From an optimization exercise on the open Yosys and OpenROAD flow, aimed at small area and a short achievable clock period; shortcuts taken in it are not production practice. At most, simulation tests tie the RTL to the original design; equivalence was not proved. Function not checked in run 2: the RTL went through the layout flow alone. In every run shown here, the design's own scripts or RTL, not TritonCTS, make the clock network. The flow treats the clock pin as an ideal source. Dropping or thinning the clock tree relies on that and would not hold on a real chip. Power is estimated from default activity; no workload was simulated.

==> flow/design.v, too long to show whole: its modules and the start of the top module <==
// module fft_fa: 10 lines
// module fft_f7: 174 lines
// module fft8_top: 741 lines
module fft8_top (
    input  logic         clk,
    input  logic         rst_n,
    input  logic [79:0]  sample,
    output logic [159:0] result
);
  // ...
==> flow/flow/run.sh <==
#!/bin/bash
# The standard ORFS layout (standard.sh), with these changes:
#  - the smallest buffer (sky130_fd_sc_hd__buf_1) on every port;
#  - the pins that carry one sign bit (copies) are placed as a group, and so
#    are the pairs of pins that carry one shared least significant bit;
#  - after placement, each output-port buffer is moved next to its pin and
#    the flip-flop that drives it next to the buffer, and the placement is
#    legalized (pull_out_ffs.tcl);
#  - the clock tree is built by clock_tree.tcl instead of TritonCTS: clock
#    port -> four root clkbuf_16 -> leaf clkbuf_16 per cluster of about 23
#    flip-flops, every flip-flop behind the same two buffer stages; then hold
#    repair and legalization as ORFS's cts step does; before it, the
#    reset net is rebuilt as one buffer per cluster of about 24 reset pins;
#  - the rest (global and detailed routing, finishing) is standard.sh again.
# Each tool's full output goes to a log of its own in this folder.
set -euo pipefail
export BUFFER_PORTS_ARGS="-buffer_cell sky130_fd_sc_hd__buf_1"
# the result pins that carry copies of one sign bit sit next to each other,
# and so do the two pins of bins m and m+4 that share one least significant bit
export PLACE_PINS_ARGS="-group_pins {result[10] result[90]} -group_pins {result[0] result[80]} -group_pins {result[30] result[110]} -group_pins {result[20] result[100]} -group_pins {result[50] result[130]} -group_pins {result[40] result[120]} -group_pins {result[70] result[150]} -group_pins {result[60] result[140]} -group_pins {result[17] result[18] result[19]} -group_pins {result[7] result[8] result[9]} -group_pins {result[38] result[39]} -group_pins {result[28] result[29]} -group_pins {result[57] result[58] result[59]} -group_pins {result[47] result[48] result[49]} -group_pins {result[78] result[79]} -group_pins {result[68] result[69]} -group_pins {result[97] result[98] result[99]} -group_pins {result[87] result[88] result[89]} -group_pins {result[118] result[119]} -group_pins {result[108] result[109]} -group_pins {result[137] result[138] result[139]} -group_pins {result[127] result[128] result[129]} -group_pins {result[158] result[159]} -group_pins {result[148] result[149]}"
RES=orfs/results/${FLOW_PLATFORM}/fft8_top/base
bash standard.sh place > standard_place.log 2>&1
PLACE_ODB=$RES/3_place.odb openroad -no_init -exit flow/pull_out_ffs.tcl > pull_out_ffs.log 2>&1
RES=$RES PLATFORM_DIR=$FLOW_HOME/platforms/$FLOW_PLATFORM LEAF_SIZE=23 RST_LEAF_SIZE=24 \
  openroad -no_init -exit flow/clock_tree.tcl > clock_tree.log 2>&1
cp $RES/4_1_cts.odb $RES/4_cts.odb
bash standard.sh > standard.log 2>&1
==> flow/flow/clock_tree.tcl <==
# Clock tree built by hand in place of TritonCTS: the clock port drives four
# root buffers (one per quadrant of the sinks), each root drives the leaf
# buffers of its quadrant, and each leaf buffer drives one k-means cluster of
# flip-flop clock pins. All buffers are sky130_fd_sc_hd__clkbuf_16, so every
# flip-flop sees the same number of buffer stages. Then the steps that ORFS's
# cts.tcl runs after clock_tree_synthesis: legalization and timing repair.
# Before that, the reset net's buffer tree is rebuilt the same way: the
# reset port buffer drives one buffer per k-means cluster of reset pins.
# Environment: RES (ORFS results folder), PLATFORM_DIR, LEAF_SIZE,
# RST_LEAF_SIZE.
set res $::env(RES)
read_liberty $::env(PLATFORM_DIR)/lib/sky130_fd_sc_hd__tt_025C_1v80.lib
read_db $res/3_place.odb
read_sdc $res/3_place.sdc
source $::env(PLATFORM_DIR)/setRC.tcl
set_dont_use [concat [get_lib_cells */sky130_fd_sc_hd__lpflow_*] [get_lib_cells */sky130_fd_sc_hd__probe*]]

set db [ord::get_db]
set block [ord::get_db_block]
set clknet [[$block findBTerm clk] getNet]
set master [$db findMaster sky130_fd_sc_hd__clkbuf_16]

# sinks: every instance pin on the clock net
set sinks {}
foreach it [$clknet getITerms] {
  set bb [[$it getInst] getBBox]
  lappend sinks [list $it [expr {([$bb xMin] + [$bb xMax]) / 2.0}] [expr {([$bb yMin] + [$bb yMax]) / 2.0}]]
}
set n [llength $sinks]
set k [expr {int(ceil(double($n) / $::env(LEAF_SIZE)))}]
puts "clock_tree: $n sinks, $k leaf clusters"

# k-means on the sink positions, seeded on a grid over their bounding box
proc kmeans {pts k iters} {
  set xs {}; set ys {}
  foreach p $pts { lappend xs [lindex $p 1]; lappend ys [lindex $p 2] }
  set x0 [tcl::mathfunc::min {*}$xs]; set x1 [tcl::mathfunc::max {*}$xs]
  set y0 [tcl::mathfunc::min {*}$ys]; set y1 [tcl::mathfunc::max {*}$ys]
  set cols [expr {int(ceil(sqrt($k)))}]
  set rows [expr {int(ceil(double($k) / $cols))}]
  set cx {}; set cy {}
  for {set i 0} {$i < $k} {incr i} {
    set c [expr {$i % $cols}]; set r [expr {$i / $cols}]
    lappend cx [expr {$x0 + ($c + 0.5) * ($x1 - $x0) / $cols}]
    lappend cy [expr {$y0 + ($r + 0.5) * ($y1 - $y0) / $rows}]
  }
  set assign {}
  for {set it 0} {$it < $iters} {incr it} {
    set assign {}
    set sx [lrepeat $k 0.0]; set sy [lrepeat $k 0.0]; set sn [lrepeat $k 0]
    foreach p $pts {
      set px [lindex $p 1]; set py [lindex $p 2]
      set best 0; set bd 1e30
      for {set i 0} {$i < $k} {incr i} {
        set d [expr {abs($px - [lindex $cx $i]) + abs($py - [lindex $cy $i])}]
        if {$d < $bd} { set bd $d; set best $i }
      }
      lappend assign $best
      lset sx $best [expr {[lindex $sx $best] + $px}]
      lset sy $best [expr {[lindex $sy $best] + $py}]
      lset sn $best [expr {[lindex $sn $best] + 1}]
    }
    for {set i 0} {$i < $k} {incr i} {
      if {[lindex $sn $i] > 0} {
        lset cx $i [expr {[lindex $sx $i] / [lindex $sn $i]}]
        lset cy $i [expr {[lindex $sy $i] / [lindex $sn $i]}]
      }
    }
  }
  return [list $assign $cx $cy]
}

proc place_at {inst x y} {
  set m [$inst getMaster]
  $inst setLocation [expr {int($x - [$m getWidth] / 2)}] [expr {int($y - [$m getHeight] / 2)}]
  $inst setPlacementStatus PLACED
}


# ---- reset net: flatten its buffer tree, then one buffer per cluster ----
proc is_buffer {inst} {
  return [regexp {__(buf|clkbuf)_[0-9]+$} [[$inst getMaster] getName]]
}
proc net_sinks {net bufsVar} {
  upvar $bufsVar bufs
  set out {}
  foreach it [$net getITerms] {
    if {![$it isInputSignal]} { continue }
    set inst [$it getInst]
    if {[is_buffer $inst]} {
      lappend bufs $inst
      foreach o [$inst getITerms] {
        if {[$o isOutputSignal] && [$o getNet] ne "NULL"} {
          set out [concat $out [net_sinks [$o getNet] bufs]]
        }
      }
    } else {
      lappend out $it
    }
  }
  return $out
}
set rport [$block findBTerm rst_n]
set rnet [$rport getNet]
# the port buffer
set pbuf ""
foreach it [$rnet getITerms] { if {[$it isInputSignal]} { set pbuf [$it getInst] } }
set rroot ""
foreach it [$pbuf getITerms] { if {[$it isOutputSignal]} { set rroot [$it getNet] } }
set bufs {}
set rsinks [net_sinks $rroot bufs]
foreach b $bufs {
  foreach it [$b getITerms] {
    set bn [$it getNet]
    $it disconnect
    if {$bn ne "NULL" && $bn ne $rroot && [llength [$bn getITerms]] == 0} { odb::dbNet_destroy $bn }
  }
  odb::dbInst_destroy $b
}
set rpts {}
foreach it $rsinks {
  set bb [[$it getInst] getBBox]
  lappend rpts [list $it [expr {([$bb xMin] + [$bb xMax]) / 2.0}] [expr {([$bb yMin] + [$bb yMax]) / 2.0}]]
}
set rk [expr {int(ceil(double([llength $rpts]) / $::env(RST_LEAF_SIZE)))}]
lassign [kmeans $rpts $rk 20] rassign rcx rcy
set rmaster [$db findMaster sky130_fd_sc_hd__buf_4]
$pbuf swapMaster $rmaster
for {set i 0} {$i < $rk} {incr i} {
  set members {}
  set j 0
  foreach p $rpts {
    if {[lindex $rassign $j] == $i} { lappend members [lindex $p 0] }
    incr j
  }
  if {[llength $members] == 0} { continue }
  set inst [odb::dbInst_create $block $rmaster "rst_buf_$i"]
  set net [odb::dbNet_create $block "rst_net_$i"]
  [$inst findITerm A] connect $rroot
  [$inst findITerm X] connect $net
  foreach it $members { $it disconnect; $it connect $net }
  place_at $inst [lindex $rcx $i] [lindex $rcy $i]
}
puts "reset_tree: removed [llength $bufs] buffers, [llength $rsinks] sinks in $rk clusters"

lassign [kmeans $sinks $k 20] assign cx cy

# rebalance: nearest-first assignment with a capacity per leaf
set cap [expr {int(ceil(1.1 * $n / $k))}]
set pairs {}
set j 0
foreach p $sinks {
  for {set i 0} {$i < $k} {incr i} {
    lappend pairs [list [expr {abs([lindex $p 1] - [lindex $cx $i]) + abs([lindex $p 2] - [lindex $cy $i])}] $j $i]
  }
  incr j
}
set assign [lrepeat $n -1]
set cnt [lrepeat $k 0]
foreach pr [lsort -real -index 0 $pairs] {
  lassign $pr d j i
  if {[lindex $assign $j] >= 0 || [lindex $cnt $i] >= $cap} { continue }
  lset assign $j $i
  lset cnt $i [expr {[lindex $cnt $i] + 1}]
}
# leaf position: centroid of its sinks
set sx [lrepeat $k 0.0]; set sy [lrepeat $k 0.0]
set j 0
foreach p $sinks {
  set i [lindex $assign $j]
  lset sx $i [expr {[lindex $sx $i] + [lindex $p 1]}]
  lset sy $i [expr {[lindex $sy $i] + [lindex $p 2]}]
  incr j
}
for {set i 0} {$i < $k} {incr i} {
  if {[lindex $cnt $i] > 0} {
    lset cx $i [expr {[lindex $sx $i] / [lindex $cnt $i]}]
    lset cy $i [expr {[lindex $sy $i] / [lindex $cnt $i]}]
  }
}
# leaves that received no sink are dropped
set leaves {}
for {set i 0} {$i < $k} {incr i} {
  set members {}
  set j 0
  foreach p $sinks {
    if {[lindex $assign $j] == $i} { lappend members [lindex $p 0] }
    incr j
  }
  if {[llength $members] > 0} {
    lappend leaves [list $members [lindex $cx $i] [lindex $cy $i]]
  }
}
set sizes {}
foreach l $leaves { lappend sizes [llength [lindex $l 0]] }
puts "clock_tree: leaf sizes $sizes"

# roots: k-means of the leaf positions into four groups
set lpts {}
set j 0
foreach l $leaves { lappend lpts [list $j [lindex $l 1] [lindex $l 2]]; incr j }
lassign [kmeans $lpts 4 20] rassign rcx rcy

set roots {}
for {set r 0} {$r < 4} {incr r} {
  if {[lsearch -exact $rassign $r] < 0} { lappend roots ""; continue }
  set inst [odb::dbInst_create $block $master "cts_root_$r"]
  set net [odb::dbNet_create $block "clk_root_$r"]
  $net setSigType CLOCK
  [$inst findITerm A] connect $clknet
  [$inst findITerm X] connect $net
  place_at $inst [lindex $rcx $r] [lindex $rcy $r]
  lappend roots $net
}
set j 0
foreach l $leaves {
  set inst [odb::dbInst_create $block $master "cts_leaf_$j"]
  set net [odb::dbNet_create $block "clk_leaf_$j"]
  $net setSigType CLOCK
  [$inst findITerm A] connect [lindex $roots [lindex $rassign $j]]
  [$inst findITerm X] connect $net
  foreach it [lindex $l 0] {
    $it disconnect
    $it connect $net
  }
  place_at $inst [lindex $l 1] [lindex $l 2]
  incr j
}

set_propagated_clock [all_clocks]
estimate_parasitics -placement
detailed_placement
estimate_parasitics -placement
report_clock_skew
report_clock_latency
repair_timing -hold -hold_margin 0 -verbose
detailed_placement
check_placement -verbose
estimate_parasitics -placement
report_clock_skew
report_worst_slack -max
report_worst_slack -min
write_db $res/4_1_cts.odb
write_sdc $res/4_cts.sdc
==> flow/flow/pull_out_ffs.tcl <==
# Moves every output-port buffer next to its pin and every flip-flop that
# drives an output-port buffer next to that buffer, then legalizes the
# placement. Reads and writes the placed database given in
# the environment (PLACE_ODB).
read_db $::env(PLACE_ODB)
set block [ord::get_db_block]
set core [$block getCoreArea]
proc clamp {v lo hi} { return [expr {$v < $lo ? $lo : ($v > $hi ? $hi : $v)}] }
set moved 0
set sumx [dict create]
set sumy [dict create]
set cnt [dict create]
foreach bterm [$block getBTerms] {
  if {[$bterm getIoType] ne "OUTPUT"} { continue }
  set net [$bterm getNet]
  set buf ""
  foreach it [$net getITerms] {
    if {[$it isOutputSignal]} { set buf [$it getInst] }
  }
  if {$buf eq ""} { continue }
  # the buffer goes next to its pin, inside the core
  set pb [lindex [$bterm getBPins] 0]
  set pbox [$pb getBBox]
  set bm [$buf getMaster]
  set px [clamp [expr {([$pbox xMin] + [$pbox xMax]) / 2 - [$bm getWidth] / 2}] [$core xMin] [expr {[$core xMax] - [$bm getWidth]}]]
  set py [clamp [expr {([$pbox yMin] + [$pbox yMax]) / 2 - [$bm getHeight] / 2}] [$core yMin] [expr {[$core yMax] - [$bm getHeight]}]]
  $buf setLocation $px $py
  $buf setPlacementStatus PLACED
  set innet ""
  foreach it [$buf getITerms] {
    if {[$it isInputSignal]} { set innet [$it getNet] }
  }
  if {$innet eq ""} { continue }
  set ff ""
  foreach it [$innet getITerms] {
    if {[$it isOutputSignal]} { set ff [$it getInst] }
  }
  if {$ff eq ""} { continue }
  if {![string match "*df*" [[$ff getMaster] getName]]} { continue }
  set bb [$buf getBBox]
  set x [expr {([$bb xMin] + [$bb xMax]) / 2}]
  set y [expr {([$bb yMin] + [$bb yMax]) / 2}]
  set name [$ff getName]
  if {![dict exists $cnt $name]} {
    dict set cnt $name 0
    dict set sumx $name 0
    dict set sumy $name 0
  }
  dict incr cnt $name
  dict set sumx $name [expr {[dict get $sumx $name] + $x}]
  dict set sumy $name [expr {[dict get $sumy $name] + $y}]
}
foreach name [dict keys $cnt] {
  set ff [$block findInst $name]
  set n [dict get $cnt $name]
  set x [expr {[dict get $sumx $name] / $n}]
  set y [expr {[dict get $sumy $name] / $n}]
  set m [$ff getMaster]
  $ff setLocation [expr {$x - [$m getWidth] / 2}] [expr {$y - [$m getHeight] / 2}]
  $ff setPlacementStatus PLACED
  incr moved
}
puts "pull_out_ffs: moved $moved flip-flops"
detailed_placement
check_placement -verbose
write_db $::env(PLACE_ODB)
==> flow/standard.sh <==
#!/bin/bash
# synth_recipe.tcl (not shown) runs the flow's synth.tcl, then flattens the netlist and writes it again
# the make line also repeats each setting of config.mk as NAME=value (left out here)
make -C /OpenROAD-flow-scripts/flow DESIGN_CONFIG=/design/flow/config.mk WORK_HOME=/design/flow/orfs CLKGATE_MAP_FILE= SYNTH_SCRIPT=/design/flow/synth_recipe.tcl "${@:-finish}"
==> flow/config.mk <==
export PLATFORM = sky130hd
export DESIGN_NAME = fft8_top
export DESIGN_NICKNAME = fft8_top
export VERILOG_FILES = /design/flow/design.v
export SDC_FILE = /design/flow/constraint.sdc
export NUM_CORES = 4
export LEC_CHECK = 0
export CAP_MARGIN = 20
export CORE_MARGIN = 2
export CORE_UTILIZATION = 70
export SLEW_MARGIN = 20
export SYNTH_HIERARCHICAL = 1
export SYNTH_MINIMUM_KEEP_SIZE = 0
==> flow/constraint.sdc <==
create_clock -name core_clock -period 16.0 [get_ports {clk}]
set_input_delay 3.2000 -clock core_clock [delete_from_list [all_inputs] [get_ports {clk}]]
set_output_delay 3.2000 -clock core_clock [all_outputs]
set_load 0.01 [all_outputs]
==> run summary, run 1 <==
WL met1=19980 um; Post-synth EDFFs=0; HP Start=r1[33]$_DFF_P_; routed wl met2=~24000 um; Synth area leaders=dfxtp_1 43%, fa_1 22%, dfrtp_1 13%; total gr overflow=0; end point of the critical path=result[78]; largest net degree at the start of global routing=145; area of the multi-input gates=9671 um2; synth cell count leaders=538 x dfxtp_1, 272 x fa_1, 216 x inv_1, 134 x dfrtp_1, 112 x and2_1; met3 usage=0.02266; largest registers=r1 x80, r2 x80; Flop pwr share=0.446; fin nets=around 2400; Post-Syn Instances=1799; status=timing/DRC/antenna clean; Design Area, Final=27010 um2; leakage=0.01184 uW; Internal Power=roughly 3600 uW; NetSw=2234 uW; sequential group power=approximately 2600 uW; n_taps=461; setup violators final=0; Worst Hold Class=reg2reg; top-area cell type share of the netlist area=0.4291; final slew viol count=0
==> inputs of run 2 (changes only) <==
--- a/flow/design.v
+++ b/flow/design.v
@@ -214,114 +214,119 @@
     wire [4:0] x4r = r2[49:45];
     wire [4:0] x4i = r2[44:40];
     wire [4:0] x5r = r2[59:55];
     wire [4:0] x5i = r2[54:50];
     wire [4:0] x6r = r2[69:65];
     wire [4:0] x6i = r2[64:60];
     wire [4:0] x7r = r2[79:75];
     wire [4:0] x7i = r2[74:70];
+    logic [4:0] x0r_3, x0i_3, x1r_3, x1i_3, x2r_3, x2i_3, x3r_3, x3i_3, x4r_3, x4i_3, x5r_3, x5i_3, x6r_3, x6i_3, x7r_3, x7i_3;
+    always_ff @(posedge clk) begin
+        x0r_3 <= x0r;
+        x0i_3 <= x0i;
+        x1r_3 <= x1r;
+        x1i_3 <= x1i;
+        x2r_3 <= x2r;
+        x2i_3 <= x2i;
+        x3r_3 <= x3r;
+        x3i_3 <= x3i;
+        x4r_3 <= x4r;
+        x4i_3 <= x4i;
+        x5r_3 <= x5r;
+        x5i_3 <= x5i;
+        x6r_3 <= x6r;
+        x6i_3 <= x6i;
+        x7r_3 <= x7r;
+        x7i_3 <= x7i;
+    end
+    wire [4:0] p1r = x1r_3;
+    wire [4:0] p1i = x1i_3;
+    wire [4:0] p3r = x3r_3;
+    wire [4:0] p3i = x3i_3;
+    wire [4:0] p5r = x5r_3;
+    wire [4:0] p5i = x5i_3;
+    wire [4:0] p7r = x7r_3;
+    wire [4:0] p7i = x7i_3;
     wire [5:0] a4r_d;
     wire [5:1] a4r_d_c;
-    assign a4r_d[0] = x1r[0] ^ x5r[0];
-    assign a4r_d_c[1] = x1r[0] & x5r[0];
-    fft_fa u_a4r_d_1 (.a(x1r[1]), .b(x5r[1]), .ci(a4r_d_c[1]), .s(a4r_d[1]), .co(a4r_d_c[2]));
-    fft_fa u_a4r_d_2 (.a(x1r[2]), .b(x5r[2]), .ci(a4r_d_c[2]), .s(a4r_d[2]), .co(a4r_d_c[3]));
-    fft_fa u_a4r_d_3 (.a(x1r[3]), .b(x5r[3]), .ci(a4r_d_c[3]), .s(a4r_d[3]), .co(a4r_d_c[4]));
-    fft_fa u_a4r_d_4 (.a(x1r[4]), .b(x5r[4]), .ci(a4r_d_c[4]), .s(a4r_d[4]), .co(a4r_d_c[5]));
-    assign a4r_d[5] = x1r[4] ^ x5r[4] ^ a4r_d_c[5];
+    assign a4r_d[0] = p1r[0] ^ p5r[0];
+    assign a4r_d_c[1] = p1r[0] & p5r[0];
+    fft_fa u_a4r_d_1 (.a(p1r[1]), .b(p5r[1]), .ci(a4r_d_c[1]), .s(a4r_d[1]), .co(a4r_d_c[2]));
+    fft_fa u_a4r_d_2 (.a(p1r[2]), .b(p5r[2]), .ci(a4r_d_c[2]), .s(a4r_d[2]), .co(a4r_d_c[3]));
+    fft_fa u_a4r_d_3 (.a(p1r[3]), .b(p5r[3]), .ci(a4r_d_c[3]), .s(a4r_d[3]), .co(a4r_d_c[4]));
+    fft_fa u_a4r_d_4 (.a(p1r[4]), .b(p5r[4]), .ci(a4r_d_c[4]), .s(a4r_d[4]), .co(a4r_d_c[5]));
+    assign a4r_d[5] = p1r[4] ^ p5r[4] ^ a4r_d_c[5];
     wire [5:0] a5r_d;
     wire [5:1] a5r_d_c;
-    assign a5r_d[0] = x1r[0] ^ x5r[0];
-    assign a5r_d_c[1] = x1r[0] | ~x5r[0];
-    fft_fa u_a5r_d_1 (.a(x1r[1]), .b(~x5r[1]), .ci(a5r_d_c[1]), .s(a5r_d[1]), .co(a5r_d_c[2]));
-    fft_fa u_a5r_d_2 (.a(x1r[2]), .b(~x5r[2]), .ci(a5r_d_c[2]), .s(a5r_d[2]), .co(a5r_d_c[3]));
-    fft_fa u_a5r_d_3 (.a(x1r[3]), .b(~x5r[3]), .ci(a5r_d_c[3]), .s(a5r_d[3]), .co(a5r_d_c[4]));
-    fft_fa u_a5r_d_4 (.a(x1r[4]), .b(~x5r[4]), .ci(a5r_d_c[4]), .s(a5r_d[4]), .co(a5r_d_c[5]));
-    assign a5r_d[5] = x1r[4] ^ ~x5r[4] ^ a5r_d_c[5];
+    assign a5r_d[0] = p1r[0] ^ p5r[0];
+    assign a5r_d_c[1] = p1r[0] | ~p5r[0];
+    fft_fa u_a5r_d_1 (.a(p1r[1]), .b(~p5r[1]), .ci(a5r_d_c[1]), .s(a5r_d[1]), .co(a5r_d_c[2]));
+    fft_fa u_a5r_d_2 (.a(p1r[2]), .b(~p5r[2]), .ci(a5r_d_c[2]), .s(a5r_d[2]), .co(a5r_d_c[3]));
+    fft_fa u_a5r_d_3 (.a(p1r[3]), .b(~p5r[3]), .ci(a5r_d_c[3]), .s(a5r_d[3]), .co(a5r_d_c[4]));
+    fft_fa u_a5r_d_4 (.a(p1r[4]), .b(~p5r[4]), .ci(a5r_d_c[4]), .s(a5r_d[4]), .co(a5r_d_c[5]));
+    assign a5r_d[5] = p1r[4] ^ ~p5r[4] ^ a5r_d_c[5];
     wire [5:0] a4i_d;
     wire [5:1] a4i_d_c;
-    assign a4i_d[0] = x1i[0] ^ x5i[0];
-    assign a4i_d_c[1] = x1i[0] & x5i[0];
-    fft_fa u_a4i_d_1 (.a(x1i[1]), .b(x5i[1]), .ci(a4i_d_c[1]), .s(a4i_d[1]), .co(a4i_d_c[2]));
-    fft_fa u_a4i_d_2 (.a(x1i[2]), .b(x5i[2]), .ci(a4i_d_c[2]), .s(a4i_d[2]), .co(a4i_d_c[3]));
-    fft_fa u_a4i_d_3 (.a(x1i[3]), .b(x5i[3]), .ci(a4i_d_c[3]), .s(a4i_d[3]), .co(a4i_d_c[4]));
-    fft_fa u_a4i_d_4 (.a(x1i[4]), .b(x5i[4]), .ci(a4i_d_c[4]), .s(a4i_d[4]), .co(a4i_d_c[5]));
-    assign a4i_d[5] = x1i[4] ^ x5i[4] ^ a4i_d_c[5];
+    assign a4i_d[0] = p1i[0] ^ p5i[0];
+    assign a4i_d_c[1] = p1i[0] & p5i[0];
+    fft_fa u_a4i_d_1 (.a(p1i[1]), .b(p5i[1]), .ci(a4i_d_c[1]), .s(a4i_d[1]), .co(a4i_d_c[2]));
+    fft_fa u_a4i_d_2 (.a(p1i[2]), .b(p5i[2]), .ci(a4i_d_c[2]), .s(a4i_d[2]), .co(a4i_d_c[3]));
+    fft_fa u_a4i_d_3 (.a(p1i[3]), .b(p5i[3]), .ci(a4i_d_c[3]), .s(a4i_d[3]), .co(a4i_d_c[4]));
+    fft_fa u_a4i_d_4 (.a(p1i[4]), .b(p5i[4]), .ci(a4i_d_c[4]), .s(a4i_d[4]), .co(a4i_d_c[5]));
+    assign a4i_d[5] = p1i[4] ^ p5i[4] ^ a4i_d_c[5];
     wire [5:0] a5i_d;
     wire [5:1] a5i_d_c;
-    assign a5i_d[0] = x1i[0] ^ x5i[0];
-    assign a5i_d_c[1] = x1i[0] | ~x5i[0];
-    fft_fa u_a5i_d_1 (.a(x1i[1]), .b(~x5i[1]), .ci(a5i_d_c[1]), .s(a5i_d[1]), .co(a5i_d_c[2]));
-    fft_fa u_a5i_d_2 (.a(x1i[2]), .b(~x5i[2]), .ci(a5i_d_c[2]), .s(a5i_d[2]), .co(a5i_d_c[3]));
-    fft_fa u_a5i_d_3 (.a(x1i[3]), .b(~x5i[3]), .ci(a5i_d_c[3]), .s(a5i_d[3]), .co(a5i_d_c[4]));
-    fft_fa u_a5i_d_4 (.a(x1i[4]), .b(~x5i[4]), .ci(a5i_d_c[4]), .s(a5i_d[4]), .co(a5i_d_c[5]));
-    assign a5i_d[5] = x1i[4] ^ ~x5i[4] ^ a5i_d_c[5];
+    assign a5i_d[0] = p1i[0] ^ p5i[0];
+    assign a5i_d_c[1] = p1i[0] | ~p5i[0];
+    fft_fa u_a5i_d_1 (.a(p1i[1]), .b(~p5i[1]), .ci(a5i_d_c[1]), .s(a5i_d[1]), .co(a5i_d_c[2]));
+    fft_fa u_a5i_d_2 (.a(p1i[2]), .b(~p5i[2]), .ci(a5i_d_c[2]), .s(a5i_d[2]), .co(a5i_d_c[3]));
+    fft_fa u_a5i_d_3 (.a(p1i[3]), .b(~p5i[3]), .ci(a5i_d_c[3]), .s(a5i_d[3]), .co(a5i_d_c[4]));
+    fft_fa u_a5i_d_4 (.a(p1i[4]), .b(~p5i[4]), .ci(a5i_d_c[4]), .s(a5i_d[4]), .co(a5i_d_c[5]));
+    assign a5i_d[5] = p1i[4] ^ ~p5i[4] ^ a5i_d_c[5];
     wire [5:0] a6r_d;
     wire [5:1] a6r_d_c;
-    assign a6r_d[0] = x3r[0] ^ x7r[0];
-    assign a6r_d_c[1] = x3r[0] & x7r[0];
-    fft_fa u_a6r_d_1 (.a(x3r[1]), .b(x7r[1]), .ci(a6r_d_c[1]), .s(a6r_d[1]), .co(a6r_d_c[2]));
-    fft_fa u_a6r_d_2 (.a(x3r[2]), .b(x7r[2]), .ci(a6r_d_c[2]), .s(a6r_d[2]), .co(a6r_d_c[3]));
-    fft_fa u_a6r_d_3 (.a(x3r[3]), .b(x7r[3]), .ci(a6r_d_c[3]), .s(a6r_d[3]), .co(a6r_d_c[4]));
-    fft_fa u_a6r_d_4 (.a(x3r[4]), .b(x7r[4]), .ci(a6r_d_c[4]), .s(a6r_d[4]), .co(a6r_d_c[5]));
-    assign a6r_d[5] = x3r[4] ^ x7r[4] ^ a6r_d_c[5];
+    assign a6r_d[0] = p3r[0] ^ p7r[0];
+    assign a6r_d_c[1] = p3r[0] & p7r[0];
+    fft_fa u_a6r_d_1 (.a(p3r[1]), .b(p7r[1]), .ci(a6r_d_c[1]), .s(a6r_d[1]), .co(a6r_d_c[2]));
+    fft_fa u_a6r_d_2 (.a(p3r[2]), .b(p7r[2]), .ci(a6r_d_c[2]), .s(a6r_d[2]), .co(a6r_d_c[3]));
+    fft_fa u_a6r_d_3 (.a(p3r[3]), .b(p7r[3]), .ci(a6r_d_c[3]), .s(a6r_d[3]), .co(a6r_d_c[4]));
+    fft_fa u_a6r_d_4 (.a(p3r[4]), .b(p7r[4]), .ci(a6r_d_c[4]), .s(a6r_d[4]), .co(a6r_d_c[5]));
+    assign a6r_d[5] = p3r[4] ^ p7r[4] ^ a6r_d_c[5];
     wire [5:0] a7r_d;
     wire [5:1] a7r_d_c;
-    assign a7r_d[0] = x3r[0] ^ x7r[0];
-    assign a7r_d_c[1] = x3r[0] | ~x7r[0];
-    fft_fa u_a7r_d_1 (.a(x3r[1]), .b(~x7r[1]), .ci(a7r_d_c[1]), .s(a7r_d[1]), .co(a7r_d_c[2]));
-    fft_fa u_a7r_d_2 (.a(x3r[2]), .b(~x7r[2]), .ci(a7r_d_c[2]), .s(a7r_d[2]), .co(a7r_d_c[3]));
-    fft_fa u_a7r_d_3 (.a(x3r[3]), .b(~x7r[3]), .ci(a7r_d_c[3]), .s(a7r_d[3]), .co(a7r_d_c[4]));
-    fft_fa u_a7r_d_4 (.a(x3r[4]), .b(~x7r[4]), .ci(a7r_d_c[4]), .s(a7r_d[4]), .co(a7r_d_c[5]));
-    assign a7r_d[5] = x3r[4] ^ ~x7r[4] ^ a7r_d_c[5];
+    assign a7r_d[0] = p3r[0] ^ p7r[0];
+    assign a7r_d_c[1] = p3r[0] | ~p7r[0];
+    fft_fa u_a7r_d_1 (.a(p3r[1]), .b(~p7r[1]), .ci(a7r_d_c[1]), .s(a7r_d[1]), .co(a7r_d_c[2]));
+    fft_fa u_a7r_d_2 (.a(p3r[2]), .b(~p7r[2]), .ci(a7r_d_c[2]), .s(a7r_d[2]), .co(a7r_d_c[3]));
+    fft_fa u_a7r_d_3 (.a(p3r[3]), .b(~p7r[3]), .ci(a7r_d_c[3]), .s(a7r_d[3]), .co(a7r_d_c[4]));
+    fft_fa u_a7r_d_4 (.a(p3r[4]), .b(~p7r[4]), .ci(a7r_d_c[4]), .s(a7r_d[4]), .co(a7r_d_c[5]));
+    assign a7r_d[5] = p3r[4] ^ ~p7r[4] ^ a7r_d_c[5];
     wire [5:0] a6i_d;
     wire [5:1] a6i_d_c;
-    assign a6i_d[0] = x3i[0] ^ x7i[0];
-    assign a6i_d_c[1] = x3i[0] & x7i[0];
-    fft_fa u_a6i_d_1 (.a(x3i[1]), .b(x7i[1]), .ci(a6i_d_c[1]), .s(a6i_d[1]), .co(a6i_d_c[2]));
-    fft_fa u_a6i_d_2 (.a(x3i[2]), .b(x7i[2]), .ci(a6i_d_c[2]), .s(a6i_d[2]), .co(a6i_d_c[3]));
-    fft_fa u_a6i_d_3 (.a(x3i[3]), .b(x7i[3]), .ci(a6i_d_c[3]), .s(a6i_d[3]), .co(a6i_d_c[4]));
-    fft_fa u_a6i_d_4 (.a(x3i[4]), .b(x7i[4]), .ci(a6i_d_c[4]), .s(a6i_d[4]), .co(a6i_d_c[5]));
-    assign a6i_d[5] = x3i[4] ^ x7i[4] ^ a6i_d_c[5];
+    assign a6i_d[0] = p3i[0] ^ p7i[0];
+    assign a6i_d_c[1] = p3i[0] & p7i[0];
+    fft_fa u_a6i_d_1 (.a(p3i[1]), .b(p7i[1]), .ci(a6i_d_c[1]), .s(a6i_d[1]), .co(a6i_d_c[2]));
+    fft_fa u_a6i_d_2 (.a(p3i[2]), .b(p7i[2]), .ci(a6i_d_c[2]), .s(a6i_d[2]), .co(a6i_d_c[3]));
+    fft_fa u_a6i_d_3 (.a(p3i[3]), .b(p7i[3]), .ci(a6i_d_c[3]), .s(a6i_d[3]), .co(a6i_d_c[4]));
+    fft_fa u_a6i_d_4 (.a(p3i[4]), .b(p7i[4]), .ci(a6i_d_c[4]), .s(a6i_d[4]), .co(a6i_d_c[5]));
+    assign a6i_d[5] = p3i[4] ^ p7i[4] ^ a6i_d_c[5];
     wire [5:0] a7i_d;
     wire [5:1] a7i_d_c;
-    assign a7i_d[0] = x3i[0] ^ x7i[0];
-    assign a7i_d_c[1] = x3i[0] | ~x7i[0];
-    fft_fa u_a7i_d_1 (.a(x3i[1]), .b(~x7i[1]), .ci(a7i_d_c[1]), .s(a7i_d[1]), .co(a7i_d_c[2]));
-    fft_fa u_a7i_d_2 (.a(x3i[2]), .b(~x7i[2]), .ci(a7i_d_c[2]), .s(a7i_d[2]), .co(a7i_d_c[3]));
-    fft_fa u_a7i_d_3 (.a(x3i[3]), .b(~x7i[3]), .ci(a7i_d_c[3]), .s(a7i_d[3]), .co(a7i_d_c[4]));
-    fft_fa u_a7i_d_4 (.a(x3i[4]), .b(~x7i[4]), .ci(a7i_d_c[4]), .s(a7i_d[4]), .co(a7i_d_c[5]));
-    assign a7i_d[5] = x3i[4] ^ ~x7i[4] ^ a7i_d_c[5];
-    logic [5:0] a4r_3, a4i_3, a5r_3, a5i_3, a6r_3, a6i_3, a7r_3, a7i_3;
-    always_ff @(posedge clk) begin
-        a4r_3 <= a4r_d;
-        a4i_3 <= a4i_d;
-        a5r_3 <= a5r_d;
-        a5i_3 <= a5i_d;
-        a6r_3 <= a6r_d;
-        a6i_3 <= a6i_d;
-        a7r_3 <= a7r_d;
-        a7i_3 <= a7i_d;
-    end
-    logic [4:0] x0r_3, x0i_3, x2r_3, x2i_3, x4r_3, x4i_3, x6r_3, x6i_3;
-    always_ff @(posedge clk) begin
-        x0r_3 <= x0r;
-        x0i_3 <= x0i;
-        x2r_3 <= x2r;
-        x2i_3 <= x2i;
-        x4r_3 <= x4r;
-        x4i_3 <= x4i;
-        x6r_3 <= x6r;
-        x6i_3 <= x6i;
-    end
-    wire [5:0] a5r = a5r_3;
-    wire [5:0] a5i = a5i_3;
-    wire [5:0] a7r = a7r_3;
-    wire [5:0] a7i = a7i_3;
+    assign a7i_d[0] = p3i[0] ^ p7i[0];
+    assign a7i_d_c[1] = p3i[0] | ~p7i[0];
+    fft_fa u_a7i_d_1 (.a(p3i[1]), .b(~p7i[1]), .ci(a7i_d_c[1]), .s(a7i_d[1]), .co(a7i_d_c[2]));
+    fft_fa u_a7i_d_2 (.a(p3i[2]), .b(~p7i[2]), .ci(a7i_d_c[2]), .s(a7i_d[2]), .co(a7i_d_c[3]));
+    fft_fa u_a7i_d_3 (.a(p3i[3]), .b(~p7i[3]), .ci(a7i_d_c[3]), .s(a7i_d[3]), .co(a7i_d_c[4]));
+    fft_fa u_a7i_d_4 (.a(p3i[4]), .b(~p7i[4]), .ci(a7i_d_c[4]), .s(a7i_d[4]), .co(a7i_d_c[5]));
+    assign a7i_d[5] = p3i[4] ^ ~p7i[4] ^ a7i_d_c[5];
+    wire [5:0] a5r = a5r_d;
+    wire [5:0] a5i = a5i_d;
+    wire [5:0] a7r = a7r_d;
+    wire [5:0] a7i = a7i_d;
     wire [6:0] b5r_d;
     wire [6:1] b5r_d_c;
     assign b5r_d[0] = a5r[0] ^ a7i[0];
     assign b5r_d_c[1] = a5r[0] & a7i[0];
     fft_fa u_b5r_d_1 (.a(a5r[1]), .b(a7i[1]), .ci(b5r_d_c[1]), .s(b5r_d[1]), .co(b5r_d_c[2]));
     fft_fa u_b5r_d_2 (.a(a5r[2]), .b(a7i[2]), .ci(b5r_d_c[2]), .s(b5r_d[2]), .co(b5r_d_c[3]));
     fft_fa u_b5r_d_3 (.a(a5r[3]), .b(a7i[3]), .ci(b5r_d_c[3]), .s(b5r_d[3]), .co(b5r_d_c[4]));
     fft_fa u_b5r_d_4 (.a(a5r[4]), .b(a7i[4]), .ci(b5r_d_c[4]), .s(b5r_d[4]), .co(b5r_d_c[5]));
@@ -361,20 +366,20 @@
     always_ff @(posedge clk) begin
         b5r_4 <= b5r_d;
         b5i_4 <= b5i_d;
         b7r_4 <= b7r_d;
         b7i_4 <= b7i_d;
     end
     logic [5:0] a4r_4, a4i_4, a6r_4, a6i_4;
     always_ff @(posedge clk) begin
-        a4r_4 <= a4r_3;
-        a4i_4 <= a4i_3;
-        a6r_4 <= a6r_3;
-        a6i_4 <= a6i_3;
+        a4r_4 <= a4r_d;
+        a4i_4 <= a4i_d;
+        a6r_4 <= a6r_d;
+        a6i_4 <= a6i_d;
     end
     logic [4:0] x0r_4, x0i_4, x2r_4, x2i_4, x4r_4, x4i_4, x6r_4, x6i_4;
     always_ff @(posedge clk) begin
         x0r_4 <= x0r_3;
         x0i_4 <= x0i_3;
         x2r_4 <= x2r_3;
         x2i_4 <= x2i_3;
         x4r_4 <= x4r_3;
@@ -385,110 +390,41 @@
     wire [6:0] f5r_d;
     fft_f7 u_f5r (.x(b5r_4), .f(f5r_d));
     wire [6:0] f5i_d;
     fft_f7 u_f5i (.x(b5i_4), .f(f5i_d));
     wire [6:0] f7r_d;
     fft_f7 u_f7r (.x(b7r_4), .f(f7r_d));
     wire [6:0] f7i_d;
     fft_f7 u_f7i (.x(b7i_4), .f(f7i_d));
-    wire [5:0] a0r_d;
-    wire [5:1] a0r_d_c;
-    assign a0r_d[0] = x0r_4[0] ^ x4r_4[0];
-    assign a0r_d_c[1] = x0r_4[0] & x4r_4[0];
-    fft_fa u_a0r_d_1 (.a(x0r_4[1]), .b(x4r_4[1]), .ci(a0r_d_c[1]), .s(a0r_d[1]), .co(a0r_d_c[2]));
-    fft_fa u_a0r_d_2 (.a(x0r_4[2]), .b(x4r_4[2]), .ci(a0r_d_c[2]), .s(a0r_d[2]), .co(a0r_d_c[3]));
-    fft_fa u_a0r_d_3 (.a(x0r_4[3]), .b(x4r_4[3]), .ci(a0r_d_c[3]), .s(a0r_d[3]), .co(a0r_d_c[4]));
-    fft_fa u_a0r_d_4 (.a(x0r_4[4]), .b(x4r_4[4]), .ci(a0r_d_c[4]), .s(a0r_d[4]), .co(a0r_d_c[5]));
-    assign a0r_d[5] = x0r_4[4] ^ x4r_4[4] ^ a0r_d_c[5];
-    wire [5:0] a1r_d;
-    wire [5:1] a1r_d_c;
-    assign a1r_d[0] = x0r_4[0] ^ x4r_4[0];
-    assign a1r_d_c[1] = x0r_4[0] | ~x4r_4[0];
-    fft_fa u_a1r_d_1 (.a(x0r_4[1]), .b(~x4r_4[1]), .ci(a1r_d_c[1]), .s(a1r_d[1]), .co(a1r_d_c[2]));
-    fft_fa u_a1r_d_2 (.a(x0r_4[2]), .b(~x4r_4[2]), .ci(a1r_d_c[2]), .s(a1r_d[2]), .co(a1r_d_c[3]));
-    fft_fa u_a1r_d_3 (.a(x0r_4[3]), .b(~x4r_4[3]), .ci(a1r_d_c[3]), .s(a1r_d[3]), .co(a1r_d_c[4]));
-    fft_fa u_a1r_d_4 (.a(x0r_4[4]), .b(~x4r_4[4]), .ci(a1r_d_c[4]), .s(a1r_d[4]), .co(a1r_d_c[5]));
-    assign a1r_d[5] = x0r_4[4] ^ ~x4r_4[4] ^ a1r_d_c[5];
-    wire [5:0] a0i_d;
-    wire [5:1] a0i_d_c;
-    assign a0i_d[0] = x0i_4[0] ^ x4i_4[0];
-    assign a0i_d_c[1] = x0i_4[0] & x4i_4[0];
-    fft_fa u_a0i_d_1 (.a(x0i_4[1]), .b(x4i_4[1]), .ci(a0i_d_c[1]), .s(a0i_d[1]), .co(a0i_d_c[2]));
-    fft_fa u_a0i_d_2 (.a(x0i_4[2]), .b(x4i_4[2]), .ci(a0i_d_c[2]), .s(a0i_d[2]), .co(a0i_d_c[3]));
-    fft_fa u_a0i_d_3 (.a(x0i_4[3]), .b(x4i_4[3]), .ci(a0i_d_c[3]), .s(a0i_d[3]), .co(a0i_d_c[4]));
-    fft_fa u_a0i_d_4 (.a(x0i_4[4]), .b(x4i_4[4]), .ci(a0i_d_c[4]), .s(a0i_d[4]), .co(a0i_d_c[5]));
-    assign a0i_d[5] = x0i_4[4] ^ x4i_4[4] ^ a0i_d_c[5];
-    wire [5:0] a1i_d;
-    wire [5:1] a1i_d_c;
-    assign a1i_d[0] = x0i_4[0] ^ x4i_4[0];
-    assign a1i_d_c[1] = x0i_4[0] | ~x4i_4[0];
-    fft_fa u_a1i_d_1 (.a(x0i_4[1]), .b(~x4i_4[1]), .ci(a1i_d_c[1]), .s(a1i_d[1]), .co(a1i_d_c[2]));
-    fft_fa u_a1i_d_2 (.a(x0i_4[2]), .b(~x4i_4[2]), .ci(a1i_d_c[2]), .s(a1i_d[2]), .co(a1i_d_c[3]));
-    fft_fa u_a1i_d_3 (.a(x0i_4[3]), .b(~x4i_4[3]), .ci(a1i_d_c[3]), .s(a1i_d[3]), .co(a1i_d_c[4]));
-    fft_fa u_a1i_d_4 (.a(x0i_4[4]), .b(~x4i_4[4]), .ci(a1i_d_c[4]), .s(a1i_d[4]), .co(a1i_d_c[5]));
-    assign a1i_d[5] = x0i_4[4] ^ ~x4i_4[4] ^ a1i_d_c[5];
-    wire [5:0] a2r_d;
-    wire [5:1] a2r_d_c;
-    assign a2r_d[0] = x2r_4[0] ^ x6r_4[0];
-    assign a2r_d_c[1] = x2r_4[0] & x6r_4[0];
-    fft_fa u_a2r_d_1 (.a(x2r_4[1]), .b(x6r_4[1]), .ci(a2r_d_c[1]), .s(a2r_d[1]), .co(a2r_d_c[2]));
-    fft_fa u_a2r_d_2 (.a(x2r_4[2]), .b(x6r_4[2]), .ci(a2r_d_c[2]), .s(a2r_d[2]), .co(a2r_d_c[3]));
-    fft_fa u_a2r_d_3 (.a(x2r_4[3]), .b(x6r_4[3]), .ci(a2r_d_c[3]), .s(a2r_d[3]), .co(a2r_d_c[4]));
-    fft_fa u_a2r_d_4 (.a(x2r_4[4]), .b(x6r_4[4]), .ci(a2r_d_c[4]), .s(a2r_d[4]), .co(a2r_d_c[5]));
-    assign a2r_d[5] = x2r_4[4] ^ x6r_4[4] ^ a2r_d_c[5];
-    wire [5:0] a3r_d;
-    wire [5:1] a3r_d_c;
-    assign a3r_d[0] = x2r_4[0] ^ x6r_4[0];
-    assign a3r_d_c[1] = x2r_4[0] | ~x6r_4[0];
-    fft_fa u_a3r_d_1 (.a(x2r_4[1]), .b(~x6r_4[1]), .ci(a3r_d_c[1]), .s(a3r_d[1]), .co(a3r_d_c[2]));
-    fft_fa u_a3r_d_2 (.a(x2r_4[2]), .b(~x6r_4[2]), .ci(a3r_d_c[2]), .s(a3r_d[2]), .co(a3r_d_c[3]));
-    fft_fa u_a3r_d_3 (.a(x2r_4[3]), .b(~x6r_4[3]), .ci(a3r_d_c[3]), .s(a3r_d[3]), .co(a3r_d_c[4]));
-    fft_fa u_a3r_d_4 (.a(x2r_4[4]), .b(~x6r_4[4]), .ci(a3r_d_c[4]), .s(a3r_d[4]), .co(a3r_d_c[5]));
-    assign a3r_d[5] = x2r_4[4] ^ ~x6r_4[4] ^ a3r_d_c[5];
-    wire [5:0] a2i_d;
-    wire [5:1] a2i_d_c;
-    assign a2i_d[0] = x2i_4[0] ^ x6i_4[0];
-    assign a2i_d_c[1] = x2i_4[0] & x6i_4[0];
-    fft_fa u_a2i_d_1 (.a(x2i_4[1]), .b(x6i_4[1]), .ci(a2i_d_c[1]), .s(a2i_d[1]), .co(a2i_d_c[2]));
-    fft_fa u_a2i_d_2 (.a(x2i_4[2]), .b(x6i_4[2]), .ci(a2i_d_c[2]), .s(a2i_d[2]), .co(a2i_d_c[3]));
-    fft_fa u_a2i_d_3 (.a(x2i_4[3]), .b(x6i_4[3]), .ci(a2i_d_c[3]), .s(a2i_d[3]), .co(a2i_d_c[4]));
-    fft_fa u_a2i_d_4 (.a(x2i_4[4]), .b(x6i_4[4]), .ci(a2i_d_c[4]), .s(a2i_d[4]), .co(a2i_d_c[5]));
-    assign a2i_d[5] = x2i_4[4] ^ x6i_4[4] ^ a2i_d_c[5];
-    wire [5:0] a3i_d;
-    wire [5:1] a3i_d_c;
-    assign a3i_d[0] = x2i_4[0] ^ x6i_4[0];
-    assign a3i_d_c[1] = x2i_4[0] | ~x6i_4[0];
-    fft_fa u_a3i_d_1 (.a(x2i_4[1]), .b(~x6i_4[1]), .ci(a3i_d_c[1]), .s(a3i_d[1]), .co(a3i_d_c[2]));
-    fft_fa u_a3i_d_2 (.a(x2i_4[2]), .b(~x6i_4[2]), .ci(a3i_d_c[2]), .s(a3i_d[2]), .co(a3i_d_c[3]));
-    fft_fa u_a3i_d_3 (.a(x2i_4[3]), .b(~x6i_4[3]), .ci(a3i_d_c[3]), .s(a3i_d[3]), .co(a3i_d_c[4]));
-    fft_fa u_a3i_d_4 (.a(x2i_4[4]), .b(~x6i_4[4]), .ci(a3i_d_c[4]), .s(a3i_d[4]), .co(a3i_d_c[5]));
-    assign a3i_d[5] = x2i_4[4] ^ ~x6i_4[4] ^ a3i_d_c[5];
     logic [6:0] f5r_5, f5i_5, f7r_5, f7i_5;
     always_ff @(posedge clk) begin
         f5r_5 <= f5r_d;
         f5i_5 <= f5i_d;
         f7r_5 <= f7r_d;
         f7i_5 <= f7i_d;
     end
-    logic [5:0] a0r_5, a0i_5, a1r_5, a1i_5, a2r_5, a2i_5, a3r_5, a3i_5, a4r_5, a4i_5, a6r_5, a6i_5;
+    logic [5:0] a4r_5, a4i_5, a6r_5, a6i_5;
     always_ff @(posedge clk) begin
-        a0r_5 <= a0r_d;
-        a0i_5 <= a0i_d;
-        a1r_5 <= a1r_d;
-        a1i_5 <= a1i_d;
-        a2r_5 <= a2r_d;
-        a2i_5 <= a2i_d;
-        a3r_5 <= a3r_d;
-        a3i_5 <= a3i_d;
         a4r_5 <= a4r_4;
         a4i_5 <= a4i_4;
         a6r_5 <= a6r_4;
         a6i_5 <= a6i_4;
     end
+    logic [4:0] x0r_5, x0i_5, x2r_5, x2i_5, x4r_5, x4i_5, x6r_5, x6i_5;
+    always_ff @(posedge clk) begin
+        x0r_5 <= x0r_4;
+        x0i_5 <= x0i_4;
+        x2r_5 <= x2r_4;
+        x2i_5 <= x2i_4;
+        x4r_5 <= x4r_4;
+        x4i_5 <= x4i_4;
+        x6r_5 <= x6r_4;
+        x6i_5 <= x6i_4;
+    end
     wire [7:0] t1r_d;
     wire [7:1] t1r_d_c;
     assign t1r_d[0] = f5r_5[0] ^ f5i_5[0];
     assign t1r_d_c[1] = f5r_5[0] & f5i_5[0];
     fft_fa u_t1r_d_1 (.a(f5r_5[1]), .b(f5i_5[1]), .ci(t1r_d_c[1]), .s(t1r_d[1]), .co(t1r_d_c[2]));
     fft_fa u_t1r_d_2 (.a(f5r_5[2]), .b(f5i_5[2]), .ci(t1r_d_c[2]), .s(t1r_d[2]), .co(t1r_d_c[3]));
     fft_fa u_t1r_d_3 (.a(f5r_5[3]), .b(f5i_5[3]), .ci(t1r_d_c[3]), .s(t1r_d[3]), .co(t1r_d_c[4]));
     fft_fa u_t1r_d_4 (.a(f5r_5[4]), .b(f5i_5[4]), .ci(t1r_d_c[4]), .s(t1r_d[4]), .co(t1r_d_c[5]));
@@ -523,24 +459,104 @@
     assign u3_d_c[1] = f7r_5[0] & f7i_5[0];
     fft_fa u_u3_d_1 (.a(f7r_5[1]), .b(f7i_5[1]), .ci(u3_d_c[1]), .s(u3_d[1]), .co(u3_d_c[2]));
     fft_fa u_u3_d_2 (.a(f7r_5[2]), .b(f7i_5[2]), .ci(u3_d_c[2]), .s(u3_d[2]), .co(u3_d_c[3]));
     fft_fa u_u3_d_3 (.a(f7r_5[3]), .b(f7i_5[3]), .ci(u3_d_c[3]), .s(u3_d[3]), .co(u3_d_c[4]));
     fft_fa u_u3_d_4 (.a(f7r_5[4]), .b(f7i_5[4]), .ci(u3_d_c[4]), .s(u3_d[4]), .co(u3_d_c[5]));
     fft_fa u_u3_d_5 (.a(f7r_5[5]), .b(f7i_5[5]), .ci(u3_d_c[5]), .s(u3_d[5]), .co(u3_d_c[6]));
     fft_fa u_u3_d_6 (.a(f7r_5[6]), .b(f7i_5[6]), .ci(u3_d_c[6]), .s(u3_d[6]), .co(u3_d_c[7]));
     assign u3_d[7] = f7r_5[6] ^ f7i_5[6] ^ u3_d_c[7];
-    wire [5:0] a0r = a0r_5;
-    wire [5:0] a0i = a0i_5;
-    wire [5:0] a1r = a1r_5;
-    wire [5:0] a1i = a1i_5;
-    wire [5:0] a2r = a2r_5;
-    wire [5:0] a2i = a2i_5;
-    wire [5:0] a3r = a3r_5;
-    wire [5:0] a3i = a3i_5;
+    wire [4:0] q0r = x0r_5;
+    wire [4:0] q0i = x0i_5;
+    wire [4:0] q2r = x2r_5;
+    wire [4:0] q2i = x2i_5;
+    wire [4:0] q4r = x4r_5;
+    wire [4:0] q4i = x4i_5;
+    wire [4:0] q6r = x6r_5;
+    wire [4:0] q6i = x6i_5;
+    wire [5:0] a0r_d;
+    wire [5:1] a0r_d_c;
+    assign a0r_d[0] = q0r[0] ^ q4r[0];
+    assign a0r_d_c[1] = q0r[0] & q4r[0];
+    fft_fa u_a0r_d_1 (.a(q0r[1]), .b(q4r[1]), .ci(a0r_d_c[1]), .s(a0r_d[1]), .co(a0r_d_c[2]));
+    fft_fa u_a0r_d_2 (.a(q0r[2]), .b(q4r[2]), .ci(a0r_d_c[2]), .s(a0r_d[2]), .co(a0r_d_c[3]));
+    fft_fa u_a0r_d_3 (.a(q0r[3]), .b(q4r[3]), .ci(a0r_d_c[3]), .s(a0r_d[3]), .co(a0r_d_c[4]));
+    fft_fa u_a0r_d_4 (.a(q0r[4]), .b(q4r[4]), .ci(a0r_d_c[4]), .s(a0r_d[4]), .co(a0r_d_c[5]));
+    assign a0r_d[5] = q0r[4] ^ q4r[4] ^ a0r_d_c[5];
+    wire [5:0] a1r_d;
+    wire [5:1] a1r_d_c;
+    assign a1r_d[0] = q0r[0] ^ q4r[0];
+    assign a1r_d_c[1] = q0r[0] | ~q4r[0];
+    fft_fa u_a1r_d_1 (.a(q0r[1]), .b(~q4r[1]), .ci(a1r_d_c[1]), .s(a1r_d[1]), .co(a1r_d_c[2]));
+    fft_fa u_a1r_d_2 (.a(q0r[2]), .b(~q4r[2]), .ci(a1r_d_c[2]), .s(a1r_d[2]), .co(a1r_d_c[3]));
+    fft_fa u_a1r_d_3 (.a(q0r[3]), .b(~q4r[3]), .ci(a1r_d_c[3]), .s(a1r_d[3]), .co(a1r_d_c[4]));
+    fft_fa u_a1r_d_4 (.a(q0r[4]), .b(~q4r[4]), .ci(a1r_d_c[4]), .s(a1r_d[4]), .co(a1r_d_c[5]));
+    assign a1r_d[5] = q0r[4] ^ ~q4r[4] ^ a1r_d_c[5];
+    wire [5:0] a0i_d;
+    wire [5:1] a0i_d_c;
+    assign a0i_d[0] = q0i[0] ^ q4i[0];
+    assign a0i_d_c[1] = q0i[0] & q4i[0];
+    fft_fa u_a0i_d_1 (.a(q0i[1]), .b(q4i[1]), .ci(a0i_d_c[1]), .s(a0i_d[1]), .co(a0i_d_c[2]));
+    fft_fa u_a0i_d_2 (.a(q0i[2]), .b(q4i[2]), .ci(a0i_d_c[2]), .s(a0i_d[2]), .co(a0i_d_c[3]));
+    fft_fa u_a0i_d_3 (.a(q0i[3]), .b(q4i[3]), .ci(a0i_d_c[3]), .s(a0i_d[3]), .co(a0i_d_c[4]));
+    fft_fa u_a0i_d_4 (.a(q0i[4]), .b(q4i[4]), .ci(a0i_d_c[4]), .s(a0i_d[4]), .co(a0i_d_c[5]));
+    assign a0i_d[5] = q0i[4] ^ q4i[4] ^ a0i_d_c[5];
+    wire [5:0] a1i_d;
+    wire [5:1] a1i_d_c;
+    assign a1i_d[0] = q0i[0] ^ q4i[0];
+    assign a1i_d_c[1] = q0i[0] | ~q4i[0];
+    fft_fa u_a1i_d_1 (.a(q0i[1]), .b(~q4i[1]), .ci(a1i_d_c[1]), .s(a1i_d[1]), .co(a1i_d_c[2]));
+    fft_fa u_a1i_d_2 (.a(q0i[2]), .b(~q4i[2]), .ci(a1i_d_c[2]), .s(a1i_d[2]), .co(a1i_d_c[3]));
+    fft_fa u_a1i_d_3 (.a(q0i[3]), .b(~q4i[3]), .ci(a1i_d_c[3]), .s(a1i_d[3]), .co(a1i_d_c[4]));
+    fft_fa u_a1i_d_4 (.a(q0i[4]), .b(~q4i[4]), .ci(a1i_d_c[4]), .s(a1i_d[4]), .co(a1i_d_c[5]));
+    assign a1i_d[5] = q0i[4] ^ ~q4i[4] ^ a1i_d_c[5];
+    wire [5:0] a2r_d;
+    wire [5:1] a2r_d_c;
+    assign a2r_d[0] = q2r[0] ^ q6r[0];
+    assign a2r_d_c[1] = q2r[0] & q6r[0];
+    fft_fa u_a2r_d_1 (.a(q2r[1]), .b(q6r[1]), .ci(a2r_d_c[1]), .s(a2r_d[1]), .co(a2r_d_c[2]));
+    fft_fa u_a2r_d_2 (.a(q2r[2]), .b(q6r[2]), .ci(a2r_d_c[2]), .s(a2r_d[2]), .co(a2r_d_c[3]));
+    fft_fa u_a2r_d_3 (.a(q2r[3]), .b(q6r[3]), .ci(a2r_d_c[3]), .s(a2r_d[3]), .co(a2r_d_c[4]));
+    fft_fa u_a2r_d_4 (.a(q2r[4]), .b(q6r[4]), .ci(a2r_d_c[4]), .s(a2r_d[4]), .co(a2r_d_c[5]));
+    assign a2r_d[5] = q2r[4] ^ q6r[4] ^ a2r_d_c[5];
+    wire [5:0] a3r_d;
+    wire [5:1] a3r_d_c;
+    assign a3r_d[0] = q2r[0] ^ q6r[0];
+    assign a3r_d_c[1] = q2r[0] | ~q6r[0];
+    fft_fa u_a3r_d_1 (.a(q2r[1]), .b(~q6r[1]), .ci(a3r_d_c[1]), .s(a3r_d[1]), .co(a3r_d_c[2]));
+    fft_fa u_a3r_d_2 (.a(q2r[2]), .b(~q6r[2]), .ci(a3r_d_c[2]), .s(a3r_d[2]), .co(a3r_d_c[3]));
+    fft_fa u_a3r_d_3 (.a(q2r[3]), .b(~q6r[3]), .ci(a3r_d_c[3]), .s(a3r_d[3]), .co(a3r_d_c[4]));
+    fft_fa u_a3r_d_4 (.a(q2r[4]), .b(~q6r[4]), .ci(a3r_d_c[4]), .s(a3r_d[4]), .co(a3r_d_c[5]));
+    assign a3r_d[5] = q2r[4] ^ ~q6r[4] ^ a3r_d_c[5];
+    wire [5:0] a2i_d;
+    wire [5:1] a2i_d_c;
+    assign a2i_d[0] = q2i[0] ^ q6i[0];
+    assign a2i_d_c[1] = q2i[0] & q6i[0];
+    fft_fa u_a2i_d_1 (.a(q2i[1]), .b(q6i[1]), .ci(a2i_d_c[1]), .s(a2i_d[1]), .co(a2i_d_c[2]));
+    fft_fa u_a2i_d_2 (.a(q2i[2]), .b(q6i[2]), .ci(a2i_d_c[2]), .s(a2i_d[2]), .co(a2i_d_c[3]));
+    fft_fa u_a2i_d_3 (.a(q2i[3]), .b(q6i[3]), .ci(a2i_d_c[3]), .s(a2i_d[3]), .co(a2i_d_c[4]));
+    fft_fa u_a2i_d_4 (.a(q2i[4]), .b(q6i[4]), .ci(a2i_d_c[4]), .s(a2i_d[4]), .co(a2i_d_c[5]));
+    assign a2i_d[5] = q2i[4] ^ q6i[4] ^ a2i_d_c[5];
+    wire [5:0] a3i_d;
+    wire [5:1] a3i_d_c;
+    assign a3i_d[0] = q2i[0] ^ q6i[0];
+    assign a3i_d_c[1] = q2i[0] | ~q6i[0];
+    fft_fa u_a3i_d_1 (.a(q2i[1]), .b(~q6i[1]), .ci(a3i_d_c[1]), .s(a3i_d[1]), .co(a3i_d_c[2]));
+    fft_fa u_a3i_d_2 (.a(q2i[2]), .b(~q6i[2]), .ci(a3i_d_c[2]), .s(a3i_d[2]), .co(a3i_d_c[3]));
+    fft_fa u_a3i_d_3 (.a(q2i[3]), .b(~q6i[3]), .ci(a3i_d_c[3]), .s(a3i_d[3]), .co(a3i_d_c[4]));
+    fft_fa u_a3i_d_4 (.a(q2i[4]), .b(~q6i[4]), .ci(a3i_d_c[4]), .s(a3i_d[4]), .co(a3i_d_c[5]));
+    assign a3i_d[5] = q2i[4] ^ ~q6i[4] ^ a3i_d_c[5];
+    wire [5:0] a0r = a0r_d;
+    wire [5:0] a0i = a0i_d;
+    wire [5:0] a1r = a1r_d;
+    wire [5:0] a1i = a1i_d;
+    wire [5:0] a2r = a2r_d;
+    wire [5:0] a2i = a2i_d;
+    wire [5:0] a3r = a3r_d;
+    wire [5:0] a3i = a3i_d;
     wire [5:0] a4r = a4r_5;
     wire [5:0] a4i = a4i_5;
     wire [5:0] a6r = a6r_5;
     wire [5:0] a6i = a6i_5;
     wire [6:0] b0r_d;
     wire [6:1] b0r_d_c;
     assign b0r_d[0] = a0r[0] ^ a2r[0];
     assign b0r_d_c[1] = a0r[0] & a2r[0];
==> flow/flow/run.sh (replaced) <==
#!/bin/bash
# The standard ORFS layout (standard.sh), with these changes:
#  - the smallest buffer (sky130_fd_sc_hd__buf_1) on every port;
#  - after placement, each output-port buffer is moved next to its pin and
#    the flip-flop that drives it next to the buffer, and the placement is
#    legalized (pull_out_ffs.tcl);
#  - the clock tree is built by clock_tree.tcl instead of TritonCTS: clock
#    port -> four root clkbuf_16 -> leaf clkbuf_16 per cluster of about 26
#    flip-flops, every flip-flop behind the same two buffer stages; then hold
#    repair and legalization as ORFS's cts step does; before it, the
#    reset net is rebuilt as one buffer per cluster of about 24 reset pins;
#  - the rest (global and detailed routing, finishing) is standard.sh again.
# Each tool's full output goes to a log of its own in this folder.
set -euo pipefail
export BUFFER_PORTS_ARGS="-buffer_cell sky130_fd_sc_hd__buf_1"
RES=orfs/results/${FLOW_PLATFORM}/fft8_top/base
bash standard.sh place > standard_place.log 2>&1
PLACE_ODB=$RES/3_place.odb openroad -no_init -exit flow/pull_out_ffs.tcl > pull_out_ffs.log 2>&1
RES=$RES PLATFORM_DIR=$FLOW_HOME/platforms/$FLOW_PLATFORM LEAF_SIZE=26 RST_LEAF_SIZE=24 \
  openroad -no_init -exit flow/clock_tree.tcl > clock_tree.log 2>&1
cp $RES/4_1_cts.odb $RES/4_cts.odb
bash standard.sh > standard.log 2>&1
==> run 2 against run 1 <==
Still clean on timing, DRC and antenna. Synthesized area rose by 0.49%. Hold slack better by 7.5 ps. Combinational power up 2%. Cell count decreased by 2.0%. Clock power decreased by 8.1%. Die area grew 0.48%. Sequential power shrank 4%.
==> run summary, run 2 <==
worst reg2reg startpoint=u3_6[0]$_DFF_P_ (unchanged); vias in the first global route=13229 (was 13546); status=timing/DRC/antenna clean (unchanged); Core Util, Final=0.7631 (was 0.7632); Post-Syn Instances=1751 (was 1799); Post-synth EDFFs=0 (unchanged); routed via count=12378 (was 12689); total track usage=0.2434 (was 0.2524); Max transition margin=0.3190 (was 0.4651); critical path class=reg2out (unchanged); syn avg cell area=14.40 um2 (was 13.95 um2); fraction of layout cells with a size suffix above 1=0.03726 (was 0.03534); leakage=0.01208 uW (was 0.01184 uW); flops & latches, synth=664 (was 672); initial antenna violation count=3 (was 0); period utilization=0.2611 (was 0.2563); Power Dens Cells=211.1 nW/um2 (was 216.0 nW/um2); first-pass GRT wire length=70960 um (was 72640 um); DPL Wire Length=33270 um (was 34970 um); Core ar.=35480 um2 (was 35400 um2); Worst Hold Class=reg2reg (unchanged); cell area after synthesis=25220 um2 (was 25100 um2); Cell variety after synth=46 (was 44); Crit path max-delay family=flip-flops (unchanged); Critical Path AT=980 ps (was 900 ps); total gr overflow=0 (unchanged); setup ws final=11820 ps (was 11900 ps); Crit-path slowest cell=dfrtp_1 (unchanged); Final min period=4177 ps (was 4101 ps); largest net degree at the start of global routing=129 (was 145); clock group share of total power=0.138 (was 0.148); CP Data Required Time=12800 ps (about the same); row count=69 (unchanged); XOR/XNOR share of the synthesized area=0.04663 (was 0.02443); combinational group share of total power=0.423 (was 0.406); fin nets=2384 (was 2434); setup TNS=0 ps (unchanged); final WL=44790 um (was 46760 um); CP Buf/Inv Count=1 (unchanged); worst setup path startpoint=y6r[7]$_DFF_PN0_ (was y3r[8]$_DFF_PN0_); antenna diode count=0 (unchanged); switching portion of total power=0.3751 (was 0.3828); combinational family with the most area after synthesis=adder cells (unchanged); post-synth net total=2173 (was 2221); Max-cap violations=0 (unchanged); highest net fanout along the worst path=3 (was 2); Slew @ Worst Pin=1022 ps (was 802.4 ps); RSZ-0062 raised after global routing=no (unchanged); later-pin clock latency in the skew report=390 ps (was 400 ps); placer congestion estimate=0.8406 (was 0.8615); Seq/Total Area, Yosys=0.5537 (was 0.5627); Final Power=5717 uW (was 5835 uW); leading register cell type out of synthesis=dfxtp_1 (unchanged); final slew viol count=0 (unchanged); routed len/inst=18.51 um (was 18.93 um); R2R depth=10 (unchanged); simple-gate share of the synthesized area=0.05695 (was 0.05962); critical path launch point type=flip-flop (unchanged); Die Y=193.8 um (was 193.4 um); HP Start=a6r_4[0]$_DFF_P_ (was r1[33]$_DFF_P_); Worst path depth=1 (unchanged); synth cell count leaders=530 x dfxtp_1, 272 x fa_1, 212 x inv_1, 134 x dfrtp_1, 120 x and2_1 (was 538 x dfxtp_1, 272 x fa_1, 216 x inv_1, 134 x dfrtp_1, 112 x and2_1); Port Buffers=241 (unchanged); multiplexer share of the synthesized area=0.003175 (was 0.009572); Area growth, synth to finish=7.362% (was 7.632%); Synth area leaders=dfxtp_1 42%, fa_1 22%, dfrtp_1 13% (was dfxtp_1 43%, fa_1 22%, dfrtp_1 13%); YS warnings=7 (unchanged); most frequent cells in the layout=530 x dfxtp_1, 272 x fa_1, 240 x buf_1 (was 538 x dfxtp_1, 272 x fa_1, 240 x buf_1); Die X=193.8 um (was 193.4 um); largest registers=r1 x80, r2 x80 (unchanged); commonest non-fill, non-tap cell in the layout=dfxtp_1 (unchanged); top-count cell post-synth=dfxtp_1 (unchanged); CP max stage delay=400 ps (about the same); top-area cell type share of the netlist area=0.4207 (was 0.4291); worst vdd ir=0.1716 mV (was 0.1705 mV); Worst setup EP type=output pin (unchanged); Yosys top cell by area=dfxtp_1 (unchanged); effective utilization at floorplan=0.7108 (was 0.7090); Post-route DRC=0 (unchanged); 1st-pass router iterations=5 (unchanged); WHS Path Cells=0 (unchanged); initial DRC count=723 (was 763); crit-path cells=buf_1 (unchanged); Compound-Gate Fraction of Synth Area=0.04048 (was 0.04068); NetSw=2144 uW (was 2234 uW); Internal Power=3572 uW (was 3602 uW); Flop pwr share=0.438 (was 0.446); Top Ports=242 (unchanged); Hold Violations, Final=0 (unchanged); dpl ws=11090 ps (was 11200 ps); async set-or-reset flop fraction in the synthesized netlist=0.2018 (was 0.1994); setup violators final=0 (unchanged); clock slew at reported path FFs=100 ps (was 90 ps); Antenna Violating Nets Remaining=0 (unchanged); vias per cell=5.115 (was 5.137); Synth Area in Adders=0.2496 (was 0.2509); die area=37560 um2 (was 37380 um2); Fmax achieved=239.4 MHz (was 243.8 MHz); Final Skew=98.66 ps (was 98.88 ps)
==> run 2: path summary, 6_finish.rpt <==
check,to,slack [ps]
setup / recovery,result[137],11820
hold / removal,a6r_5[0]$_DFF_P_,280
setup reg to reg,y7i[8]$_DFF_PN0_,12040
hold reg to reg,a6r_5[0]$_DFF_P_,280
max in group asynchronous,y4i[2]$_DFF_PN0_,12540
min in group asynchronous,y2r[6]$_DFF_PN0_,2900
==> run 2: metal layers <==
metal  routed length (um)  track usage  part of all wire  up-vias
met5                    8            0           0.00018        -
met4                 1086      0.04826             0.024        2
met3                 1924      0.02331             0.043       66
met2                22600       0.4298              0.50      317
met1                19170       0.3357              0.43     6200
li1                     -            -                 -     5793
==> run 2: logic make-up after synthesis <==
group / count (synthesis)
muxes: 8
other: 1
buffers and inverters: 286
AOI/OAI and AO/OA: 128
DFF: 664
and+or+nand+nor: 256
adders and majority gates: 340
xor gates and xnor gates: 68
==> run 2: power groups by stage <==
stage / clock [uW] / combinational (uW) / sequential, uW
2_1_floorplan: 0 / 1690 / 2460
3_3_place_gp: 0 / 2300 / 2530
3_5_place_dp: 0 / 2380 / 2550
5_1_grt: 869 / 2740 / 2570
6_report: 792 / 2420 / 2500
==> run 2: cell type report <==
type                    instances  area (um2)
well taps                     461       576.8
inverters                     216       810.8
repair buffers                242       915.9
flip-flops and latches        664       13960
fillers                      2124        8406
multi-input cells             801       10010
plain buffers                  36       795.8
==> run 2: Yosys stat by module (local to each module, per instance) <==
| module | copies in the design | area (um2) |
|---|---|---|
| fft8_top | 1 | 17550 |
| fft_f7 | 4 | 555.5 |
| fft_fa | 272 | 20.02 |
==> run 2: metrics by stage <==
stage	cells	area, um2	hold WS [ps]
5_1_grt	2420	27080	277.4
3_5_place_dp	2385	26290	312.1
2_1_floorplan	1751	25220	309.6
6_report	2420	27080	280.6
3_3_place_gp	2385	26290	309.9

[afterwards: timing with drivers on the ports]
The results above use ideal ports. As a check the final layouts listed here were re-extracted and re-timed, cells and wires unchanged.
Step 1 (the two cells are an assumption about what drives the block):
set clk [get_ports {clk}]
set_driving_cell -lib_cell sky130_fd_sc_hd__clkbuf_16 $clk
set_driving_cell -lib_cell sky130_fd_sc_hd__buf_2 [delete_from_list [all_inputs] $clk]
Step 2 moves the port delays by t, midway between the first and last clock arrival at a register: inputs arrive t later, outputs are due t later. That takes back most of the time a late clock gives input paths.
a / b / c = ideal ports / drivers / drivers and shift; a / b = the first two.
| run | t, ns | setup slack, ns | worst setup path after step 2 | worst data-port slew with drivers (ns) |
|---|---|---|---|---|
| run 1 | 0.467 | 11.899 / 11.784 / 12.101 | register to register | 0.04 |
| run 2 | 0.459 | 11.823 / 11.707 / 12.044 | register to register | 0.06 |
After both steps setup and hold are still met in every run listed.
